Context: an optimization exercise on an open-source flow, tuned for small area, a short achievable clock period and few clock cycles per item. The choices shown serve that exercise and are no tape-out recipe. The RTL was checked by simulation tests, not by an equivalence proof against the original design. Power is estimated from default activity; no workload was simulated.

[flow/config.mk]
export PLATFORM = sky130hd
export DESIGN_NAME = positional_list_engine
export DESIGN_NICKNAME = positional_list_engine
export VERILOG_FILES = /design/flow/design.v
export SDC_FILE = /design/flow/constraint.sdc
export NUM_CORES = 4
export LEC_CHECK = 0
export CAP_MARGIN = 20
export CORE_MARGIN = 2
export CORE_UTILIZATION = 40
export SLEW_MARGIN = 20
[flow/constraint.sdc]
create_clock -name core_clock -period 5.0 [get_ports {clk}]
set_input_delay 1.0000 -clock core_clock [delete_from_list [all_inputs] [get_ports {clk}]]
set_output_delay 1.0000 -clock core_clock [all_outputs]
set_load 0.01 [all_outputs]
[flow/design.v]
`timescale 1ns / 1ps
package plist_pkg;
    localparam int POS_W = 16;
    localparam int VAL_W = 32;
    typedef enum logic [1:0] {
        CMD_INS_POS  = 2'd0,
        CMD_REM_POS  = 2'd1,
        CMD_INS_BACK = 2'd2,
        CMD_REM_BACK = 2'd3
    } cmd_t;
    typedef struct packed {
        logic ins;
        logic rem;
        logic shift;
    } cell_ctl_t;
endpackage
`timescale 1ns / 1ps
module plist_cell #(
    parameter int IW       = 6,
    parameter int CELL_IDX = 0
) (
    input  logic                        clk,
    input  plist_pkg::cell_ctl_t        ctl,
    input  logic [IW-1:0]               idx,
    input  logic [plist_pkg::VAL_W-1:0] value_in,
    input  logic [plist_pkg::VAL_W-1:0] left_data,
    input  logic [plist_pkg::VAL_W-1:0] right_data,
    input  logic [plist_pkg::VAL_W-1:0] carry_in,
    output logic [plist_pkg::VAL_W-1:0] data,
    output logic [plist_pkg::VAL_W-1:0] carry
);
    localparam logic [IW-1:0] MY_IDX = CELL_IDX[IW-1:0];
    logic [plist_pkg::VAL_W-1:0] data_reg;
    logic [plist_pkg::VAL_W-1:0] carry_reg;
    logic             hit;
    logic             above;
    assign hit   = (idx == MY_IDX);
    assign above = (MY_IDX > idx);
    always_ff @(posedge clk)
    begin
        if (ctl.ins)
        begin
            if (hit)
                data_reg <= value_in;
            else if (above)
                data_reg <= left_data;
        end
        else if (ctl.rem && (hit || above))
        begin
            data_reg <= right_data;
        end
    end
    always_ff @(posedge clk)
    begin
        if (ctl.rem || ctl.shift)
        begin
            carry_reg <= (ctl.rem && hit) ? data_reg : carry_in;
        end
    end
    assign data  = data_reg;
    assign carry = carry_reg;
endmodule
`timescale 1ns / 1ps
module positional_list_engine #(
    parameter int CAPACITY = 64
) (
    input  logic                                    clk,
    input  logic                                    rst_n,
    input  logic                                    in_valid,
    output logic                                    in_ready,
    input  logic [1:0]                              cmd,
    input  logic signed [plist_pkg::POS_W-1:0]      position,
    input  logic signed [plist_pkg::VAL_W-1:0]      value_in,
    output logic                                    out_valid,
    input  logic                                    out_ready,
    output logic signed [plist_pkg::VAL_W-1:0]      value_out,
    output logic [$clog2(CAPACITY+1)-1:0]           entry_count,
    output logic                                    full_drop,
    output logic                                    remove_miss
);
    localparam int IW   = $clog2(CAPACITY);
    localparam int CW   = $clog2(CAPACITY + 1);
    localparam int CMPW = (CW > plist_pkg::POS_W) ? CW : plist_pkg::POS_W;
    typedef enum logic [1:0] {
        S_IDLE  = 2'b01,
        S_DRAIN = 2'b10
    } state_t;
    state_t           state_reg, state_next;
    logic [CW-1:0]    count_reg, count_next;
    logic [IW-1:0]    drain_reg, drain_next;
    logic             out_valid_reg, out_valid_next;
    logic [plist_pkg::VAL_W-1:0] out_value_reg, out_value_next;
    logic [CW-1:0]    out_count_reg, out_count_next;
    logic             out_drop_reg, out_drop_next;
    logic             out_miss_reg, out_miss_next;
    logic [plist_pkg::VAL_W-1:0] data_w  [CAPACITY];
    logic [plist_pkg::VAL_W-1:0] carry_w [CAPACITY];
    plist_pkg::cmd_t             op;
    plist_pkg::cell_ctl_t        ctl;
    logic             go;
    logic             is_ins;
    logic             pos_front;
    logic             beyond;
    logic             full;
    logic             empty;
    logic             miss;
    logic [IW-1:0]    idx;
    assign op        = plist_pkg::cmd_t'(cmd);
    assign is_ins    = (op == plist_pkg::CMD_INS_POS) || (op == plist_pkg::CMD_INS_BACK);
    assign pos_front = (position == '0) || position[plist_pkg::POS_W-1];
    assign beyond    = CMPW'($unsigned(position)) >= CMPW'(count_reg);
    assign full      = (count_reg == CW'(CAPACITY));
    assign empty     = (count_reg == '0);
    assign miss      = empty || ((op == plist_pkg::CMD_REM_POS) && !pos_front && beyond);
    always_comb
    begin
        if (is_ins)
        begin
            if (op == plist_pkg::CMD_INS_BACK)
                idx = count_reg[IW-1:0];
            else if (pos_front)
                idx = '0;
            else if (beyond)
                idx = count_reg[IW-1:0];
            else
                idx = position[IW-1:0];
        end
        else
        begin
            if (op == plist_pkg::CMD_REM_BACK)
                idx = IW'(count_reg - 1'b1);
            else if (pos_front)
                idx = '0;
            else
                idx = position[IW-1:0];
        end
    end
    assign in_ready  = (state_reg == S_IDLE) && (!out_valid_reg || out_ready);
    assign go        = in_valid && in_ready;
    assign ctl.ins   = go && is_ins && !full;
    assign ctl.rem   = go && !is_ins && !miss;
    assign ctl.shift = (state_reg == S_DRAIN);
    for (genvar i = 0; i < CAPACITY; i++)
    begin : g_cell
        logic [plist_pkg::VAL_W-1:0] left_d;
        logic [plist_pkg::VAL_W-1:0] right_d;
        logic [plist_pkg::VAL_W-1:0] carry_d;
        if (i == 0)
        begin : g_first
            assign left_d = value_in;
        end
        else
        begin : g_left
            assign left_d = data_w[i-1];
        end
        if (i == CAPACITY - 1)
        begin : g_last
            assign right_d = '0;
            assign carry_d = '0;
        end
        else
        begin : g_right
            assign right_d = data_w[i+1];
            assign carry_d = carry_w[i+1];
        end
        plist_cell #(
            .IW       (IW),
            .CELL_IDX (i)
        ) u_cell (
            .clk        (clk),
            .ctl        (ctl),
            .idx        (idx),
            .value_in   (value_in),
            .left_data  (left_d),
            .right_data (right_d),
            .carry_in   (carry_d),
            .data       (data_w[i]),
            .carry      (carry_w[i])
        );
    end
    always_comb
    begin
        state_next     = state_reg;
        count_next     = count_reg;
        drain_next     = drain_reg;
        out_valid_next = out_valid_reg && !out_ready;
        out_value_next = out_value_reg;
        out_count_next = out_count_reg;
        out_drop_next  = out_drop_reg;
        out_miss_next  = out_miss_reg;
        unique case (state_reg)
            S_IDLE:
            begin
                if (go)
                begin
                    if (ctl.ins)
                        count_next = count_reg + 1'b1;
                    else if (ctl.rem)
                        count_next = count_reg - 1'b1;
                    out_count_next = count_next;
                    out_drop_next  = is_ins && full;
                    out_miss_next  = !is_ins && miss;
                    out_value_next = '0;
                    if (ctl.rem && (idx != '0))
                    begin
                        drain_next = idx;
                        state_next = S_DRAIN;
                    end
                    else
                    begin
                        if (ctl.rem)
                            out_value_next = data_w[0];
                        out_valid_next = 1'b1;
                    end
                end
            end
            S_DRAIN:
            begin
                drain_next = drain_reg - 1'b1;
                if (drain_reg == IW'(1))
                begin
                    out_value_next = carry_w[1];
                    out_valid_next = 1'b1;
                    state_next     = S_IDLE;
                end
            end
            default:
            begin
                state_next = S_IDLE;
            end
        endcase
    end
    always_ff @(posedge clk or negedge rst_n)
    begin
        if (!rst_n)
        begin
            state_reg     <= S_IDLE;
            count_reg     <= '0;
            drain_reg     <= '0;
            out_valid_reg <= 1'b0;
        end
        else
        begin
            state_reg     <= state_next;
            count_reg     <= count_next;
            drain_reg     <= drain_next;
            out_valid_reg <= out_valid_next;
        end
    end
    always_ff @(posedge clk)
    begin
        out_value_reg <= out_value_next;
        out_count_reg <= out_count_next;
        out_drop_reg  <= out_drop_next;
        out_miss_reg  <= out_miss_next;
    end
    assign out_valid   = out_valid_reg;
    assign value_out   = out_value_reg;
    assign entry_count = out_count_reg;
    assign full_drop   = out_drop_reg;
    assign remove_miss = out_miss_reg;
endmodule
[flow/run.sh]
#!/bin/bash
# synth_recipe.tcl (not shown) runs the flow's synth.tcl, then flattens the netlist and writes it again
# the make line also repeats each setting of config.mk as NAME=value (left out here)
make -C /OpenROAD-flow-scripts/flow DESIGN_CONFIG=/design/flow/config.mk WORK_HOME=/design/flow/orfs CLKGATE_MAP_FILE= SYNTH_SCRIPT=/design/flow/synth_recipe.tcl finish
==> key figures <==
Run status
  – Run status: timing/DRC/antenna clean

Final layout
  – Storage element area: 124,000 sq um
  – Max reg flops: 2,048
  – Filler cells: 41.5k
  – Multi-input gate area in the final layout: 59,900 sq um
  – Final nets: 14.4k
  – Area delta synth->final: 16.6%
  – Layout cell share with drive strength beyond 1: 26.0%
  – Final core occ: 46.8%

STA
  – Unrepaired setup endpoints after global routing: no
  – Fin Clk Skew: 0.0567 ns
  – Fmax: 213 MHz
  – Max transition margin: 39.0%
  – WHS: 0.404 ns
  – Final Hold Viols: 0
  – Final count of pins violating max slew: 0
  – Worst-Margin Slew: 0.912 ns
  – Period utilisation layout: 93.7%
  – Clock period minus worst slack: 4.69 ns
  – Final setup fails: 0

Clock network
  – Clock Pin Slew Worst Setup and Hold Paths: 0.06 ns
  – Setup repair bufs after CTS: 0
  – Skew-Pair Late Insertion Delay: 0.99 ns
  – CTS tree: done
  – Root buffer cell: clkbuf_16
  – CTS resizes: 0
  – Cts hold-fix bufs: 0
  – H-tree depth: 5
  – CTS Buf Count: 435
  – Sink Count: 4,121
  – Clk buf depth: 4

Placement
  – Hpwl dp: 350,000 microns
  – RD Place Congestion: 0.839
  – PortBufs: 96

Critical path
  – Worst path required time: 5.66 ns
  – Worst Setup Start Kind: register
  – Critical path fanouts, max: 32
  – Crit path top cell by count: buf_4
  – CP Capture Type: register
  – WP data arrival: 5.35 ns
  – CP cell instances: clkinv_1, ha_1, a21oi_1, nor3b_1, buf_4, nor4_4, buf_4, a21oi_2, o21ai_0, nand3b_1, buf_4, buf_12, nor3_2, buf_12
  – CP peak stage delay: 0.56 ns
  – WS Path Type: reg -> reg
  – Crit-path slowest cell: o21ai_0

Power
  – Leak Pwr: 0.0722 uW
  – VDD IR-drop max: 0.000349 V
  – Tot Pwr: 106,000 uW
  – Switch Pwr: 32,000 uW
  – Pint: 73,600 uW
  – Pwr Density: 484 nW/um^2
  – Sequential power share: 48.3%
  – Comb power frac: 21.9%
  – Sw frac: 30.3%
  – Clk pwr share: 29.8%

Synthesis
  – Synth async-reset ratio: 0.388%
  – Synth Instances: 14.0k
  – Synth Area in Compound Gates: 8.55%
  – Post-synth cell types: 62
  – Syn avg cell area: 13.3 sq um
  – Synthesized flop and latch total: 4,121
  – Main combinational cell family by area after synthesis: multiplexers
  – Synth Area in Simple Gates: 10.3%
  – Warnings, synthesis: 67
  – Post-synth top flop: edfxtp_1
  – Seq/Total Area, Yosys: 66.1%
  – Area contributors post-synth: edfxtp_1 (66%), mux2_2 (12%), o211ai_1 (7.7%)
  – XOR/XNOR Fraction of Synth Area: 0.0608%
  – Mux cell area share after synthesis: 12.3%
  – EDFF count, synth: 4,105
  – Mapped Area: 187,000 sq um
  – Synth top area share: 65.8%
  – Adder-cell share of the synthesized area: 0.0936%
  – Syn Nets: 14.1k
  – Post-synth top area cell: edfxtp_1

Global route
  – Largest net degree at the start of global routing: 143
  – First-pass GRT wire length: 803,000 microns
  – Remaining Overflow, GRT: 0
  – Aggregate global-route resource usage: 21.7%
  – Initial antenna violation count: 8
  – Vias in the first global route: 124k

Floorplanning
  – Die height: 688 microns
  – Starting Density: 40.1%
  – Full die area: 474,000 sq um
  – Die X: 688 microns
  – Total core area: 467,000 sq um
  – Ports: 97
  – # rows: 251

Worst hold path
  – Worst Hold Class: in -> async

Job
  – Total of max-cap violations: 0

Routing
  – First DRT Iteration DRCs: 12.9k
  – Final wirelength: 525,000 microns
  – DR vias: 122k
  – Avg WL per Cell: 25.1 microns
  – DRC: 0
  – Vias/cell: 5.85
  – Final ANT Viol Nets: 0
  – 1st-pass router iterations: 8
## final timing paths
check / start / to / slack, ns / depth (start not counted)
setup / recovery: count_reg[5] / g_cell[2].u_cell.data_reg[24] / 0.31 / 14
hold / removal: rst_n / drain_reg[0] / 0.40 / 2
setup reg to reg: count_reg[5] / g_cell[2].u_cell.data_reg[24] / 0.31 / 14
hold reg to reg: g_cell[53].u_cell.carry_reg[29] / g_cell[52].u_cell.carry_reg[29] / 0.52 / 1
max in group asynchronous: rst_n / state_reg[0] / 4.27 / 2
min in group core_clock: g_cell[53].u_cell.carry_reg[29] / g_cell[52].u_cell.carry_reg[29] / 0.52 / 1
## metrics by stage
step / area [sq um] / TNS, ns / setup WS (ns) / std cells
floorplan: 187000 / - / -5.98 / 14042
global route: 218000 / 0 / 0.181 / 20910
detailed placement: 205000 / -211.24 / -0.417 / 20103
finish: 218000 / 0 / 0.313 / 20911
CTS: 218000 / 0 / 0.402 / 20906
global placement: 205000 / -374.56 / -0.480 / 20103
## cells in the mapped netlist (15+ instances only)
master / number
a21oi_1: 63
nand2_1: 2211
dfrtp_1: 15
clkbuf_1: 914
o21ai_0: 113
mux2i_1: 64
o211ai_1: 1925
and2_1: 36
nand3_1: 1989
nor2_1: 59
buf_2: 80
a22o_1: 33
edfxtp_1: 4105
inv_1: 18
mux2_2: 1971
nor3_1: 20
buf_1: 275
## placed cells by master (no fill, tap or decap), types with 10 or more instances in the layout
cell             netlist  final
edfxtp_1            4105   4105
nand2_1             2211   2126
nand3_1             1989   1973
mux2_2              1971   1971
o211ai_1            1925   1925
buf_4                  0    676
clkbuf_16              0    440
buf_12                 0    360
clkinv_1               2    122
o21ai_0              113    113
clkbuf_1             914     98
clkdlybuf4s50_1        0     96
clkinv_2               0     86
mux2i_1               64     64
nand2_2                0     52
a21oi_4                0     42
and2_1                36     37
a22o_1                33     33
nand2_4                0     32
nor2_1                59     29
bufinv_16              0     27
a21oi_1               63     20
inv_1                 18     18
nor2_4                 0     17
nor2_2                 3     16
nand3_2                0     16
dfrtp_1               15     15
nor3_2                 7     14
xnor2_1               13     13
mux2_1                13     13
ha_1                  14     13
nor3_1                20     10
## area by class of cell
type,instances,area share (%)
Inverter,20,0.0344
Timing Repair Buffer,1133,6.08
Sequential cell,4121,56.7
Tap cell,6198,3.55
Clock inverter,265,1.02
Antenna cell,4,0.00459
Clock buffer,538,5.21
Multi-Input combinational cell,8632,27.4
## per-layer routing
metal | vias up | track usage, % | share of wire [%]
met5 | - | 0 | 0
li1 | 54893 | - | -
met1 | 62868 | 31.3 | 44
met2 | 3891 | 35.0 | 47
met4 | 0 | 5.53 | 2.5
met3 | 752 | 2.18 | 5.7
## critical path: cells and delay by family, from the launching register on
kind	cells	cell delay (ns)
AO/OA/AOI/OAI	3	0.79
adder cells (fa/ha/maj)	1	0.39
buffers and inverters	6	1.52
flip-flops	1	0.44
AND/OR/NAND/NOR	4	1.15
## cells by family after synthesis
logic type | Yosys count
fa+ha+maj | 14
simple gates | 4379
xor+xnor | 13
buf+inv | 1289
flops | 4121
compound gates | 2178
mux | 2048
## power by group through the flow
| stage | Clock, uW | Combinational (uW) | Sequential (uW) |
|---|---|---|---|
| after global placement | 0 | 22600 | 51700 |
| after global routing | 33200 | 25200 | 51500 |
| final | 31500 | 23100 | 51000 |
| after floorplan | 0 | 13300 | 51300 |
| after detailed placement | 0 | 23100 | 51600 |
| after CTS | 31900 | 23200 | 51000 |
Testbench counts, summed over its fixed seeds: cycles 184,316, items 16,000.

==> what the ideal ports hide <==
In the flow no input, the clock included, has a driving cell. The finished layout below was timed again as built, in two steps. Step 1, drivers: a clkbuf_16 drives clk and a buf_2 each remaining input, both assumed. Step 2 also shifts input and output timing later by t, the mid clock arrival at the registers, as if the neighbouring blocks saw the same clock. Slacks: ideal ports / drivers / drivers and shift; pairs: ideal ports / drivers.
shift t [ns]: 1.097
setup slack, ns: 0.313 / 0.313 / -0.542
worst register clock-pin slew, ns: 0.07 / 0.07
worst slew at a driven data input, ns: 0.06
cell pins on the clock port's net: 1
With both steps, setup timing fails in this run, where it was met with ideal ports. For this run, drivers alone change the setup slack by 0.000 ns; drivers and shift together by -0.855 ns.
